What follows belongs to an exercise in optimizing a design on an open flow for small area; a production flow would make more cautious choices. The RTL was checked by simulation tests, not by an equivalence proof against the original design. Power and IR drop assume default switching activity.

### flow/design.v
`timescale 1ns / 1ps
package sdaq_pkg;
   localparam int QUEUE_DEPTH_DEF = 16;
   localparam int TIME_WIDTH_DEF  = 32;
   localparam int ID_W      = 8;
   localparam int DUR_W     = 16;
   localparam int NOW_W     = 32;
   localparam int TPU_W     = 10;
   localparam int PROD_W    = DUR_W + TPU_W;
   localparam int CNT_OUT_W = 5;
   localparam logic [TPU_W-1:0] TPU_RESET = TPU_W'(100);
   localparam int CSR_ADDR_W = 3;
   localparam int CSR_DATA_W = 32;
   localparam logic [0:0] REG_TICKS_PER_UNIT = 1'b0;
   localparam logic OP_SLEEP = 1'b0;
   localparam logic OP_CHECK = 1'b1;
   localparam logic STATUS_OK   = 1'b0;
   localparam logic STATUS_FULL = 1'b1;
   typedef struct packed {
      logic             operation;
      logic [ID_W-1:0]  waiter_id;
      logic [DUR_W-1:0] duration;
      logic [NOW_W-1:0] now;
   } req_type;
   typedef struct packed {
      logic                 woke;
      logic [ID_W-1:0]      woken_id;
      logic                 last;
      logic                 status;
      logic [CNT_OUT_W-1:0] waiting_count;
   } rsp_type;
   typedef enum logic [3:0] {
      S_IDLE,
      S_MUL,
      S_ADD,
      S_SCAN_RD,
      S_SCAN_CMP,
      S_SHIFT_RD,
      S_SHIFT_WR,
      S_INSERT,
      S_CHK_RD,
      S_CHK_CMP,
      S_REPLY
   } state_type;
endpackage
`timescale 1ns / 1ps
module sdaq_ram #(
   parameter int WIDTH = 8,
   parameter int DEPTH = 16
) (
   input  logic                     clock,
   input  logic                     we,
   input  logic [$clog2(DEPTH)-1:0] waddr,
   input  logic [WIDTH-1:0]         wdata,
   input  logic [$clog2(DEPTH)-1:0] raddr,
   output logic [WIDTH-1:0]         rdata
);
   logic [WIDTH-1:0] mem [DEPTH];
   logic [WIDTH-1:0] rdata_ff;
   always_ff @(posedge clock) begin
      if (we) begin
         mem[waddr] <= wdata;
      end
      rdata_ff <= mem[raddr];
   end
   assign rdata = rdata_ff;
endmodule
`timescale 1ns / 1ps
import sdaq_pkg::*;
module sorted_deadline_alarm_queue #(
   parameter int QUEUE_DEPTH = QUEUE_DEPTH_DEF,
   parameter int TIME_WIDTH  = TIME_WIDTH_DEF
) (
   input  logic                  clock,
   input  logic                  reset,
   input  logic                  req_valid,
   output logic                  req_stall,
   input  sdaq_pkg::req_type     req_data,
   output logic                  rsp_valid,
   input  logic                  rsp_stall,
   output sdaq_pkg::rsp_type     rsp_data,
   input  logic                  psel,
   input  logic                  penable,
   input  logic                  pwrite,
   input  logic [CSR_ADDR_W-1:0] paddr,
   input  logic [CSR_DATA_W-1:0] pwdata,
   output logic [CSR_DATA_W-1:0] prdata,
   output logic                  pready
);
   localparam int PTR_W = $clog2(QUEUE_DEPTH);
   localparam int CNT_W = $clog2(QUEUE_DEPTH + 1);
   localparam int ENT_W = TIME_WIDTH + ID_W;
   logic [TPU_W-1:0] tpu_ff;
   logic             csr_wr;
   logic             csr_hit;
   assign pready  = 1'b1;
   assign csr_hit = (paddr[CSR_ADDR_W-1:2] == REG_TICKS_PER_UNIT);
   assign csr_wr  = psel && penable && pwrite && pready;
   assign prdata  = csr_hit ? CSR_DATA_W'(tpu_ff) : '0;
   always_ff @(posedge clock) begin
      if (reset) begin
         tpu_ff <= TPU_RESET;
      end else if (csr_wr && csr_hit) begin
         tpu_ff <= pwdata[TPU_W-1:0];
      end
   end
   sdaq_pkg::state_type  state_ff, state_in;
   logic [PTR_W-1:0]     head_ff, head_in;
   logic [CNT_W-1:0]     count_ff, count_in;
   logic [CNT_W-1:0]     idx_ff, idx_in;       
   logic [CNT_W-1:0]     pos_ff, pos_in;       
   logic                 have_pend_ff, have_pend_in;
   logic                 reply_status_ff, reply_status_in;
   logic                 rsp_valid_ff, rsp_valid_in;
   logic                  op_ff, op_in;
   logic [ID_W-1:0]       id_ff, id_in;
   logic [DUR_W-1:0]      dur_ff, dur_in;
   logic [TIME_WIDTH-1:0] now_ff, now_in;
   logic [PROD_W-1:0]     prod_ff, prod_in;
   logic [TIME_WIDTH-1:0] dl_ff, dl_in;
   logic [ID_W-1:0]       pend_id_ff, pend_id_in;
   logic [CNT_W-1:0]      pend_cnt_ff, pend_cnt_in;
   sdaq_pkg::rsp_type     rsp_ff, rsp_in;
   logic                  ram_we;
   logic [PTR_W-1:0]      ram_waddr, ram_raddr;
   logic [ENT_W-1:0]      ram_wdata, ram_rdata;
   logic [TIME_WIDTH-1:0] rd_dl;
   logic [ID_W-1:0]       rd_id;
   logic out_free;
   logic head_due;
   assign rd_dl = ram_rdata[ENT_W-1:ID_W];
   assign rd_id = ram_rdata[ID_W-1:0];
   function automatic logic [PTR_W-1:0] slot(input logic [PTR_W-1:0] hd,
                                             input logic [CNT_W-1:0] ofs);
      logic [PTR_W:0] sum;
      sum = {1'b0, hd} + (PTR_W+1)'(ofs);
      if (sum >= (PTR_W+1)'(QUEUE_DEPTH)) begin
         sum = sum - (PTR_W+1)'(QUEUE_DEPTH);
      end
      slot = sum[PTR_W-1:0];
   endfunction
   function automatic logic time_after(input logic [TIME_WIDTH-1:0] a,
                                       input logic [TIME_WIDTH-1:0] b);
      logic [TIME_WIDTH-1:0] d;
      d = a - b;
      time_after = (d != '0) && !d[TIME_WIDTH-1];
   endfunction
   sdaq_ram #(
      .WIDTH(ENT_W),
      .DEPTH(QUEUE_DEPTH)
   ) u_store (
      .clock (clock),
      .we    (ram_we),
      .waddr (ram_waddr),
      .wdata (ram_wdata),
      .raddr (ram_raddr),
      .rdata (ram_rdata)
   );
   assign out_free  = !rsp_valid_ff || !rsp_stall;
   assign req_stall = (state_ff != S_IDLE);
   assign rsp_valid = rsp_valid_ff;
   assign rsp_data  = rsp_ff;
   assign head_due  = !time_after(rd_dl, now_ff);
   always_comb begin
      state_in        = state_ff;
      head_in         = head_ff;
      count_in        = count_ff;
      idx_in          = idx_ff;
      pos_in          = pos_ff;
      have_pend_in    = have_pend_ff;
      reply_status_in = reply_status_ff;
      op_in           = op_ff;
      id_in           = id_ff;
      dur_in          = dur_ff;
      now_in          = now_ff;
      prod_in         = prod_ff;
      dl_in           = dl_ff;
      pend_id_in      = pend_id_ff;
      pend_cnt_in     = pend_cnt_ff;
      rsp_in          = rsp_ff;
      rsp_valid_in    = rsp_valid_ff && rsp_stall;
      ram_we          = 1'b0;
      ram_waddr       = slot(head_ff, idx_ff);
      ram_wdata       = ram_rdata;
      ram_raddr       = slot(head_ff, idx_ff);
      case (state_ff)
         S_IDLE: begin
            if (req_valid) begin
               op_in           = req_data.operation;
               id_in           = req_data.waiter_id;
               dur_in          = req_data.duration;
               now_in          = TIME_WIDTH'(req_data.now);
               have_pend_in    = 1'b0;
               reply_status_in = STATUS_OK;
               idx_in          = '0;
               if (req_data.operation == OP_SLEEP) begin
                  if (count_ff == CNT_W'(QUEUE_DEPTH)) begin
                     reply_status_in = STATUS_FULL;
                     state_in        = S_REPLY;
                  end else begin
                     state_in = S_MUL;
                  end
               end else begin
                  state_in = S_CHK_RD;
               end
            end
         end
         S_MUL: begin
            prod_in  = PROD_W'(dur_ff) * PROD_W'(tpu_ff);
            state_in = S_ADD;
         end
         S_ADD: begin
            dl_in    = now_ff + TIME_WIDTH'(prod_ff);
            state_in = S_SCAN_RD;
         end
         S_SCAN_RD: begin
            if (idx_ff == count_ff) begin
               pos_in   = count_ff;    
               idx_in   = count_ff;
               state_in = S_SHIFT_RD;
            end else begin
               state_in = S_SCAN_CMP;
            end
         end
         S_SCAN_CMP: begin
            if (time_after(rd_dl, dl_ff)) begin
               pos_in   = idx_ff;
               idx_in   = count_ff;
               state_in = S_SHIFT_RD;
            end else begin
               idx_in   = idx_ff + 1'b1;
               state_in = S_SCAN_RD;
            end
         end
         S_SHIFT_RD: begin
            ram_raddr = slot(head_ff, idx_ff - 1'b1);
            if (idx_ff == pos_ff) begin
               state_in = S_INSERT;
            end else begin
               state_in = S_SHIFT_WR;
            end
         end
         S_SHIFT_WR: begin
            ram_we   = 1'b1;
            ram_wdata = ram_rdata;
            idx_in   = idx_ff - 1'b1;
            state_in = S_SHIFT_RD;
         end
         S_INSERT: begin
            ram_we    = 1'b1;
            ram_waddr = slot(head_ff, pos_ff);
            ram_wdata = {dl_ff, id_ff};
            count_in  = count_ff + 1'b1;
            state_in  = S_REPLY;
         end
         S_CHK_RD: begin
            ram_raddr = head_ff;
            if (count_ff == '0) begin
               state_in = S_REPLY;
            end else begin
               state_in = S_CHK_CMP;
            end
         end
         S_CHK_CMP: begin
            ram_raddr = head_ff;    
            if (!head_due) begin
               state_in = S_REPLY;
            end else if (!have_pend_ff || out_free) begin
               if (have_pend_ff) begin
                  rsp_in.woke = 1'b1;
                  rsp_in.woken_id = pend_id_ff;
                  rsp_in.last = 1'b0;
                  rsp_in.status = STATUS_OK;
                  rsp_in.waiting_count = CNT_OUT_W'(pend_cnt_ff);
                  rsp_valid_in = 1'b1;
               end
               have_pend_in = 1'b1;
               pend_id_in   = rd_id;
               pend_cnt_in  = count_ff - 1'b1;
               count_in     = count_ff - 1'b1;
               head_in      = (head_ff == PTR_W'(QUEUE_DEPTH - 1)) ? '0
                                                                  : head_ff + 1'b1;
               state_in     = S_CHK_RD;
            end
         end
         S_REPLY: begin
            if (out_free) begin
               if (have_pend_ff) begin
                  rsp_in.woke = 1'b1;
                  rsp_in.woken_id = pend_id_ff;
                  rsp_in.last = 1'b1;
                  rsp_in.status = STATUS_OK;
                  rsp_in.waiting_count = CNT_OUT_W'(pend_cnt_ff);
               end else begin
                  rsp_in.woke = 1'b0;
                  rsp_in.woken_id = '0;
                  rsp_in.last = 1'b1;
                  rsp_in.status = reply_status_ff;
                  rsp_in.waiting_count = CNT_OUT_W'(count_ff);
               end
               rsp_valid_in = 1'b1;
               have_pend_in = 1'b0;
               state_in     = S_IDLE;
            end
         end
         default: begin
            state_in = S_IDLE;
         end
      endcase
   end
   always_ff @(posedge clock) begin
      if (reset) begin
         state_ff        <= S_IDLE;
         head_ff         <= '0;
         count_ff        <= '0;
         idx_ff          <= '0;
         pos_ff          <= '0;
         have_pend_ff    <= 1'b0;
         reply_status_ff <= STATUS_OK;
         rsp_valid_ff    <= 1'b0;
      end else begin
         state_ff        <= state_in;
         head_ff         <= head_in;
         count_ff        <= count_in;
         idx_ff          <= idx_in;
         pos_ff          <= pos_in;
         have_pend_ff    <= have_pend_in;
         reply_status_ff <= reply_status_in;
         rsp_valid_ff    <= rsp_valid_in;
      end
   end
   always_ff @(posedge clock) begin
      op_ff       <= op_in;
      id_ff       <= id_in;
      dur_ff      <= dur_in;
      now_ff      <= now_in;
      prod_ff     <= prod_in;
      dl_ff       <= dl_in;
      pend_id_ff  <= pend_id_in;
      pend_cnt_ff <= pend_cnt_in;
      rsp_ff      <= rsp_in;
   end
endmodule
### flow/run.sh
#!/bin/bash
# synth_recipe.tcl (not shown) runs the flow's synth.tcl, then flattens the netlist and writes it again
# the make line also repeats each setting of config.mk as NAME=value (left out here)
make -C /OpenROAD-flow-scripts/flow DESIGN_CONFIG=/design/flow/config.mk WORK_HOME=/design/flow/orfs CLKGATE_MAP_FILE= SYNTH_SCRIPT=/design/flow/synth_recipe.tcl finish
### flow/config.mk
export PLATFORM = sky130hd
export DESIGN_NAME = sorted_deadline_alarm_queue
export DESIGN_NICKNAME = sorted_deadline_alarm_queue
export VERILOG_FILES = /design/flow/design.v
export SDC_FILE = /design/flow/constraint.sdc
export NUM_CORES = 4
export LEC_CHECK = 0
export CAP_MARGIN = 20
export CORE_MARGIN = 2
export CORE_UTILIZATION = 40
export SLEW_MARGIN = 20
### flow/constraint.sdc
create_clock -name core_clock -period 10.0 [get_ports {clock}]
set_input_delay 2.0000 -clock core_clock [delete_from_list [all_inputs] [get_ports {clock}]]
set_output_delay 2.0000 -clock core_clock [all_outputs]
set_load 0.01 [all_outputs]
==> impl_metrics.py <==
metrics = {
    "power_and_ir_drop": {
        "p_per_area_nw_per_um2": 281,
        "ir_drop_uv": 219,
        "leakage_nw": 18.2,
    },
    "sta": {
        "fin_skew_ns": 0.0341,
        "maxSlewHeadroom_pct": 21.5,
        "period_share_pct": 61.5,
        "setup_violations": 0,
        "finalSetupTns_ns": 0,
        "worst_slew_pin_slew_ns": 1.18,
        "fmax_mhz": 163,
        "rsz0062_at_grt": "false",
        "period_minus_slack_ns": 6.15,
        "slew_viol_final": 0,
        "hold_viol": 0,
        "setup_ws_ns": 3.85,
    },
    "drt": {
        "route.antenna.remaining_nets": 0,
        "drc": 0,
        "vias": 30600,
        "routed_wl_um": 120000,
        "first_iter_violations": 2642,
        "wl_per_cell_um": 21.6,
        "dr.pass1.iters": 5,
        "vias_per_cell": 5.53,
    },
    "global_route": {
        "grt_max_degree": 193,
        "grt_pass1_wl_um": 179000,
        "gr-total-overflow": 0,
        "antenna_found_initial": 0,
        "grt_usage_pct": 20.7,
        "first_global_vias": 29500,
    },
    "synthesis": {
        "yosysTopAreaCell": "edfxtp_1",
        "avgSynthCellArea_um2": 11.4,
        "ys_ff_latch": 859,
        "synth_top_area_share_pct": 52.7,
        "netlist_area_um2": 44600,
        "synth-main-ff-cell": "edfxtp_1",
        "synth_cells": 3929,
        "ys_warn_count": 2,
        "synth_edf_count": 783,
        "synth_cell_type_count": 83,
        "ys_seq_area_share_pct": 56.1,
        "ys_async_sr_fraction_pct": 0,
        "synth.area.top_cells": "edfxtp_1 53%, fa_1 5.2%, nand2_1 5.1%",
    },
    "cts": {
        "cts-root-buf": "clkbuf_16",
        "cts-htree-levels": 3,
        "cts_tree": "built",
        "cts_buffers": 94,
        "cts_hold_buf": 0,
        "cts_sinks": 859,
        "clkTransAtPathRegs_ns": 0.06,
        "clock_latency_ns": 0.69,
        "clockBufferDepth": 3,
        "cts_resized": 0,
        "postCtsSetupBuffers": 0,
    },
    "die": {
        "io_pins": 150,
        "std_cell_rows": 122,
        "fp.dieH_um": 338,
        "dieArea_um2": 114000,
        "dieWidth_um": 338,
        "coreArea_um2": 111000,
        "start_util_pct": 40.3,
    },
    "placed_design": {
        "portBuffers": 102,
        "placed_cell_area_um2": 47300,
        "gp_congestion": 0.921,
        "dpl.hpwl_um": 71700,
        "dp_worst_setup_slack_ns": 3.87,
    },
    "critical_path": {
        "cp_max_fo": 18,
        "start_kind": "flop",
        "cp.required_ns": 10.43,
        "cp_slowest_stage_delay_ns": 0.77,
        "crit_family": "adder cells",
        "crit_start": "tpu_ff[1]",
        "worstSetupEndpointType": "flop",
        "worstPathArrival_ns": 6.58,
        "path_class": "reg2reg",
        "cp_cell_sequence": "nand2_1 -> fa_1 -> inv_1 -> fa_1 -> inv_1 -> fa_1 -> fa_1 -> fa_1 -> inv_1 -> ha_1 -> and3_1 -> a21oi_1 -> o21ai_0 -> o41a_1 -> a41oi_1 -> nor3_1 -> o31a_1 -> nor2_1 -> xnor2_1",
        "crit_top_cell": "fa_1",
        "cp_slowest_cell": "dfxtp_1",
        "path_buf_inv": 3,
        "r2r-start": "tpu_ff[1]",
    },
    "worst_hold_path": {
        "hold_path.class": "reg2reg",
        "hp-start": "u_store.rdata_ff[1]",
    },
    "layout": {
        "finalInstanceArea_um2": 50300,
        "multiInputGateArea_um2": 18000,
        "syn2layout_area_growth_pct": 12.8,
        "fillers": 10000,
        "layout_common_cells": "783 x edfxtp_1, 611 x nand2_1, 244 x and2_1",
        "final_common_cell": "edfxtp_1",
        "nets": 4343,
        "seqCellArea_um2": 25000,
        "drive_gt1_share_pct": 6.31,
    },
    "flow_run": {
        "cap_violations": 0,
    },
    "run_status": {
        "outcome": "timing/DRC/antenna clean",
    },
}
==> report_power, final <==
part           leakage [nW]  internal [mW]  switching [mW]
Combinational          9.02           2.17            3.63
Clock                  1.48           1.95            1.43
Sequential             7.70           4.63           0.327
==> per-layer routing <==
metal  vias to the layer above  part of all wire (%)  track usage (%)
met5                         -                     0                0
met2                       899                    47             33.6
met3                       184                   5.0             2.75
met4                         0                   3.1             6.60
met1                     15200                    45             28.8
li1                      14400                     -                -
==> cell usage after synthesis (30+ instances only) <==
cell type	instances
nor3_1	49
nor2b_1	32
dfxtp_1	76
xnor2_1	64
a211oi_1	221
fa_1	116
nand2_1	612
and2_1	244
nand3_1	47
edfxtp_1	783
a31oi_1	97
xor2_1	30
a21oi_1	216
a21o_1	35
nor2_1	127
ha_1	164
clkbuf_1	225
o21ai_0	106
inv_1	235
a311oi_1	87
==> worst paths after layout <==
path | end | slack [ns] | depth (start not counted)
hold reg to reg | pend_id_ff[1] | 0.45 | 0
setup / recovery | prod_ff[24] | 3.85 | 19
hold / removal | pend_id_ff[1] | 0.45 | 0
setup reg to reg | prod_ff[24] | 3.85 | 19
==> cell type report <==
class	count	area share, %
Multi-Input combinational cell	2602	35.7
Tap cell	1488	3.70
Sequential cell	859	49.7
Clock inverter	45	0.855
Timing Repair Buffer	172	3.15
Clock buffer	131	5.15
Inverter	235	1.75
Antenna cell	1	0.00497
==> through the flow <==
step           util (%)  hold WS [ns]  instances  total power [mW]
2_1_floorplan         -         0.408       3950              9.02
6_report           45.5         0.448       5533              14.1
5_1_grt            45.5         0.459       5532              15.0
3_5_place_dp       42.8         0.418       5356              10.7
3_3_place_gp       42.8         0.416       5356              10.7
4_1_cts            45.5         0.443       5532              14.1
==> cell families (layout without fill, tap and decap cells) <==
kind of cell    Yosys count  count (layout)  share of synthesized area [%]
buf+inv                 489             583                           4.31
mux                      12              12                          0.286
other cells               2              24                         0.0168
simple gates           1255            1255                           13.4
compound gates          938             938                           14.3
fa+ha+maj               280             280                           9.80
flops                   859             859                           56.1
xor+xnor                 94              94                           1.84
==> flip-flops by register name, summed over array words and instances, names as in the netlist, 8 cells and up <==
register / count
dl_ff: 32
dur_ff: 16
id_ff: 8
now_ff: 32
pend_id_ff: 8
prod_ff: 26
rsp_ff: 16
tpu_ff: 10
u_store.mem: 640
u_store.rdata_ff: 40

-- what the ideal ports hide --
In the flow no input, the clock included, has a driving cell. The finished layout below was timed again as built, in two steps.
Step 1, drivers: a clkbuf_16 drives clock and a buf_2 each remaining input, both assumed.
Step 2 times the ports against the registers' clock, not the clock port: input delays grow and output delays shrink by t, the midpoint of the rising clock arrivals with the driver on.
Three values: no drivers, after step 1, after step 2; two values: the first two.
t (ns): 0.742
setup slack, ns: 3.851 / 3.851 / 3.851
clock arrival spread, ns: 0.035 / 0.035
After both steps this run still meets setup and hold. The setup slack of this run moves by 0.000 ns with the drivers and by 0.000 ns with both steps.
